From an optimization exercise on the open Yosys and OpenROAD flow, aimed at small area, a short achievable clock period and few clock cycles per item; shortcuts taken in it are not production practice. At most, simulation tests tie the RTL to the original design; equivalence was not proved.

Setup of Q:
// pe_top
module pe_top
(
    input  logic                  clk_i,
    input  logic                  rst_i,
    input  logic [8+16-1:0] ev_i,
    input  logic                  ev_valid_i,
    output logic                  ev_ready_o,
    output logic [8+16-1:0] pro_o,
    output logic                  pro_valid_o,
    input  logic                  pro_ready_i,
    output logic [16-1:0] paddr_o,
    output logic                  pwrite_o,
    output logic [32-1:0] pwdata_o,
    output logic                  psel_o,
    output logic                  penable_o,
    input  logic [32-1:0] prdata_i,
    input  logic                  pready_i
);
Settings: LEC_CHECK=0, CAP_MARGIN=20, CORE_MARGIN=2, CORE_UTILIZATION=40, SLEW_MARGIN=20; clock period 36.0 ns.
standard.sh (not shown) runs the stock make flow with config.mk's settings and CLKGATE_MAP_FILE= SYNTH_SCRIPT=/design/flow/synth_recipe.tcl, a recipe that flattens the netlist after the stock synthesis.
==> flow/flow/run.sh <==
#!/bin/bash
set -euo pipefail
export SETUP_SLACK_MARGIN=28
bash standard.sh > std_flow.log 2>&1
Modified inputs, P compared to Q
--- a/flow/design.v
+++ b/flow/design.v
@@ -239,33 +239,14 @@
                 div_need_q <= 1'b1;
             else if (div_free)
                 div_need_q <= 1'b0;
             if (xfer_end && (kind_q == K_VR))
                 vr_done_q <= 1'b1;
         end
     end
-    logic [4:0]  vs_lo;
-    logic [3:0]  vs_g0 [1:3];
-    logic [3:0]  vs_g1 [1:3];
-    logic [3:0]  vs_c;
-    logic [15:0] vsum;
-    always_comb
-    begin
-        vs_lo   = {1'b0, prdata_i[3:0]} + {1'b0, eb_delta_q[3:0]};
-        vs_c[0] = vs_lo[4];
-        vsum[3:0] = vs_lo[3:0];
-        for (int g = 1; g < 4; g++)
-        begin
-            vs_g0[g] = prdata_i[4*g +: 4] + eb_delta_q[4*g +: 4];
-            vs_g1[g] = prdata_i[4*g +: 4] + eb_delta_q[4*g +: 4] + 4'd1;
-            vsum[4*g +: 4] = vs_c[g-1] ? vs_g1[g] : vs_g0[g];
-            vs_c[g] = vs_c[g-1] ? ({1'b0, prdata_i[4*g +: 4]} + {1'b0, eb_delta_q[4*g +: 4]} + 5'd1) >> 4 != 5'd0
-                                : ({1'b0, prdata_i[4*g +: 4]} + {1'b0, eb_delta_q[4*g +: 4]}) >> 4 != 5'd0;
-        end
-    end
     always_ff @(posedge clk_i)
     begin
         if (do_issue)
         begin
             paddr_q  <= issue_addr;
             pwrite_q <= (issue_kind == K_VW);
             kind_q   <= issue_kind;
@@ -289,15 +270,15 @@
                     else
                     begin
                         ps_q <= prdata_i[15:0];
                         pe_q <= prdata_i[31:16];
                     end
                 end
                 K_RP1: pe_q <= prdata_i[15:0];
-                K_VR:  pwdata_q <= vsum;
+                K_VR:  pwdata_q <= prdata_i[15:0] + eb_delta_q;
                 default: ;
             endcase
         end
         if (accept)
         begin
             eb_idx_q   <= ev_i[23:16];
             eb_delta_q <= ev_i[15:0];
[summary]
Going from Q to P, the synthesized-area fraction occupied by ao, oa, aoi and oai cells was found to have gone down by 0.77 points.
Against Q as the reference, P delivers a higher total number of cells along the worst setup path.
Against Q, estimated wirelength of the detail-placed design in P fell by a few percent.
Compared with Q, in P routed metal-1 wire length lower; non-clock buffer count higher.
Summary of the comparison: number of cells upsized or downsized after cts is lower in P, relative to Q.
The final design utilization in P was higher than what Q gave.
Cell count: P higher than Q
When P is set beside Q, its filler cell count in the final layout turns out to be 88 smaller.
Comparing P with Q, the post-layout instance area came out essentially unchanged.
On horizontal die dimension, P and Q are basically level.
Diff P..Q | sequential cell count of the final layout | unchanged
Testbench counts of P, summed over its fixed seeds: cycles 11,587, items 1,200.
For Q, only the layout was checked, not whether the RTL still works.


== red ==
Another version of the RTL of pe_top (not shown whole).
Size in the first run: ~1600 cells after synthesis, ~270 flip-flops, about 140 I/O pins.
export LEC_CHECK = 0
export CAP_MARGIN = 20
export CORE_MARGIN = 2
export CORE_UTILIZATION = 40
export SLEW_MARGIN = 20
create_clock -name core_clock -period 36.0 [get_ports {clk_i}]
run.sh (not shown) runs the stock make flow with config.mk's settings and CLKGATE_MAP_FILE= SYNTH_SCRIPT=/design/flow/synth_recipe.tcl, a recipe that flattens the netlist after the stock synthesis.
Stock flow here: none of the scripts above is used.
red: full flow OK, the timing, design-rule and antenna checks passed
Testbench counts of red, summed over its fixed seeds: cycles 13,447, items 1,200.
diff inputs: red => blue
--- a/flow/design.v
+++ b/flow/design.v
@@ -26,23 +26,23 @@
     output logic [8+16-1:0] pro_o,
     output logic                  pro_valid_o,
     input  logic                  pro_ready_i,
     output logic [16-1:0] paddr_o,
     output logic                  pwrite_o,
     output logic [32-1:0] pwdata_o,
     output logic                  psel_o,
     output logic                  penable_o,
     input  logic [32-1:0] prdata_i,
     input  logic                  pready_i
 );
-    localparam int DS = 2;
+    localparam int DS = 4;
     localparam int DN = 16 / DS;
     localparam logic [2:0] K_RP0 = 3'd0;
     localparam logic [2:0] K_RP1 = 3'd1;
     localparam logic [2:0] K_VR  = 3'd2;
     localparam logic [2:0] K_VW  = 3'd3;
     localparam logic [2:0] K_COL = 3'd4;
     localparam logic [2:0] PH_IDLE = 3'd0;
     localparam logic [2:0] PH_RP0  = 3'd1;
     localparam logic [2:0] PH_RP1  = 3'd2;
     localparam logic [2:0] PH_VR   = 3'd3;
     localparam logic [2:0] PH_POST = 3'd4;
Notes after the runs:
blue ended with more number of ordinary and repair buffers in the finished layout than red.
Of blue and red, it is blue that has the higher share of the clock period used by the worst path.
Looking at worst path buffer plus inverter count across blue and red, the one that comes out lower is red.
The count of nets after finishing in blue sits 262 above the value recorded for red.
Looking at critical path depth across blue and red, the one that comes out lower is red.
Delta (blue minus red): residual antenna-violating net count after detailed routing closely matched the old numbers; final cell count grew by about 13%.
As of blue, vertical die dimension had risen by a few percent compared to red.
The fmax in blue sits about 33% below the value recorded for red.
First element of the critical path = div_d_q[1]: blue; first element of the critical path = pready_i: red
blue ended with more share of the synthesized area in compound gates (AO/OA/AOI/OAI) than red.
Testbench counts of blue, summed over its fixed seeds: cycles 12,599, items 1,200.

==> what the ideal ports hide <==
Ports are ideal in the flow. The routed layouts listed here were re-timed in OpenROAD. Step 1, drivers: a clkbuf_16 drives clk_i and a buf_2 each remaining input, both assumed. Step 2 times the ports against the registers' clock, not the clock port: input delays grow and output delays shrink by t, the midpoint of the rising clock arrivals with the driver on. Three values: ideal, step 1, step 2; two values: the first two.
| run | t (ns) | setup WS [ns] | hold WS [ns] | worst setup path after step 2 |
|---|---|---|---|---|
| Q | 0.633 | 27.092 / 27.107 / 26.474 | 0.443 / 0.443 / 0.443 | input to register |
| P | 0.601 | 26.991 / 26.990 / 26.389 | 0.436 / 0.436 / 0.436 | input to register |
| red | 0.629 | 27.056 / 27.037 / 26.454 | 0.446 / 0.446 / 0.446 | input to register |
| blue | 0.633 | 22.746 / 22.746 / 22.746 | 0.435 / 0.435 / 0.435 | register to register |
After both steps every run listed still meets setup and hold. The setup slack of Q, which loses most, moves by +0.015 ns with the drivers and by -0.618 ns with both steps.
